Context: an optimization exercise on an open-source flow, tuned for a short achievable clock period and few clock cycles. The choices shown serve that exercise and are no tape-out recipe.
Function was checked by simulation only, so behaviour that the tests miss may differ from the original.
Power and IR drop assume default switching activity.

Setup of job 101:
// icache_top
module icache_top
#(
    parameter int num_sets = 8
) (
    input  logic  clk,
    input  logic  arst_n,
    input  logic  mem_read,
    input  icache_pkg::addr_t mem_address,
    output icache_pkg::word_t mem_rdata,
    output logic  mem_resp,
    output logic  pmem_read,
    output icache_pkg::addr_t pmem_address,
    input  icache_pkg::line_t pmem_rdata,
    input  logic  pmem_resp
);
    localparam int index_bits = 3;
    localparam int tag_bits   = 24;
    localparam int lo_bits    = 3;                     
    localparam int hi_bits    = tag_bits - lo_bits;    
    localparam int line_bits  = 27;                    
    logic [num_sets-1:0] valid0_q, valid1_q;
    logic [num_sets-1:0] lru_q;
    logic [tag_bits-1:0] tag0_q [num_sets];
    logic [tag_bits-1:0] tag1_q [num_sets];
    icache_pkg::line_t   line0_q [num_sets];
    icache_pkg::line_t   line1_q [num_sets];
    logic [hi_bits-1:0]  rg_q;
    logic [num_sets-1:0] uv0_q, uv1_q;
    logic [1:0]          cp_v_q;
    logic [1:0]          cpr_q;      
    logic [1:0]          rv_q;       
    logic [25:0]         cp_a_q [2];
    logic [1:0]          cp_w_q;
    icache_pkg::line_t   cp_d_q [2];
    icache_pkg::line_t   cpm_q [2];    
    logic       fill_q;
    logic [7:0] fs_q;
    logic [index_bits-1:0] index;
    logic [tag_bits-1:0]   tag;
    logic [line_bits-1:0]  line_a;
    logic                  odd;
    assign tag    = mem_address[31:8];
    assign index  = mem_address[7:5];
    assign line_a = mem_address[31:5];
    assign odd    = mem_address[5];
    assign pmem_address = {mem_address[31:5], 5'b0};
    logic na5;
    logic hit_even_n, hit_odd_n;
    logic not_arrive;
    logic done_fast;
    g_inv inv_a5_i (.a(odd), .y(na5));
  ...
Size: roughly 5700 flip-flops, about 360 I/O pins, ~210000 µm² of cells after synthesis.
==> flow/config.mk <==
export PLATFORM = sky130hd
export DESIGN_NAME = icache_top
export DESIGN_NICKNAME = icache_top
export VERILOG_FILES = /design/flow/design.v
export SDC_FILE = /design/flow/constraint.sdc
export NUM_CORES = 4
export LEC_CHECK = 0
export CAP_MARGIN = 30
export CORE_MARGIN = 2
export CORE_UTILIZATION = 45
export SETUP_SLACK_MARGIN = 3.5
export SLEW_MARGIN = 30
export SYNTH_HIERARCHICAL = 1
export TNS_END_PERCENT = 10
==> flow/constraint.sdc <==
create_clock -name core_clock -period 8.0 [get_ports {clk}]
set_input_delay 1.6000 -clock core_clock [delete_from_list [all_inputs] [get_ports {clk}]]
set_output_delay 1.6000 -clock core_clock [all_outputs]
set_load 0.01 [all_outputs]
standard.sh (not shown) runs the stock make flow with config.mk's settings and CLKGATE_MAP_FILE= SYNTH_SCRIPT=/design/flow/synth_recipe.tcl, a recipe that flattens the netlist after the stock synthesis.
==> flow/flow/run.sh <==
#!/bin/bash
# The standard layout (the standard.sh, unchanged synthesis and steps),
# with one difference: the processor-side ports (mem_*, pmem_read,
# pmem_resp, pmem_address) are kept together on the top edge of the die and
# the 256 pmem_rdata ports on the other three edges, through ORFS's
# IO_CONSTRAINTS hook (flow/io.tcl), which the floorplan step reads and the
# pin placer honours. Every port still gets its buffer from the standard flow.
set -e
export IO_CONSTRAINTS="$PWD/flow/io.tcl"
bash standard.sh > standard.log 2>&1
Other scripts of this flow, unchanged in this note and not shown: flow/flow/io.tcl
Job 101 ended with every stage complete and zero timing, DRC or antenna violations.
Testbench counts of job 101, summed over its fixed seeds: cycles 49,021.
What job 102 does differently from job 101 at the input level:
Settings: PLACE_DENSITY now 0.7, previously not set.
### Flow results
- Job 101 and job 102 ended up with roughly the same design area.
- Area of the multi-input gates grows slightly when moving from job 101 to job 102.
- Job 102 gives less combinational power share than job 101 did.
- Diff job 101..job 102 | floorplan die width | unchanged
- Comparing job 101 and job 102, the lower met1 usage in global routing is on job 102.
- Job 102 vs job 101 — clock network power share dropped 0.6 points.
- The flow for job 102 finished, though final verification flagged max-capacitance violations, max-slew violations.
- On wire length, job 101 and job 102 are basically level.
- Job 101 -> job 102: sequential share of cell area flat
- Going from job 101 to job 102, overall power of the completed layout shrinks by about 1.6%.
- Between job 101 and job 102, the difference in core utilization of the finished layout is negligible.
- The run showing the smaller peak per-stage delay on the critical path is job 101.

afterwards: timing with drivers on the ports:
The flow's constraints put no driver on any port. The routed layouts listed below were extracted and timed again, unchanged, in two steps.
Step 1 (the two cells are an assumption about what drives the block):
set clk [get_ports {clk}]
set_driving_cell -lib_cell sky130_fd_sc_hd__clkbuf_16 $clk
set_driving_cell -lib_cell sky130_fd_sc_hd__buf_2 [delete_from_list [all_inputs] $clk]
Step 2, shift: input delay + t, output delay - t, t = (earliest + latest rising clock arrival at the registers) / 2. This alone moves slack from input paths to output paths.
a / b / c = no drivers / after step 1 / after step 2; a / b = the first two.
| run | t, ns | slack for setup (ns) | pins driven straight from the clock port |
|---|---|---|---|
| job 101 | 1.220 | 2.756 / 2.371 / 1.386 | 1 |
| job 102 | 1.245 | 2.485 / 2.038 / 1.222 | 1 |
The setup slack of job 101, which loses most, moves by -0.385 ns with the drivers and by -1.370 ns with both steps.
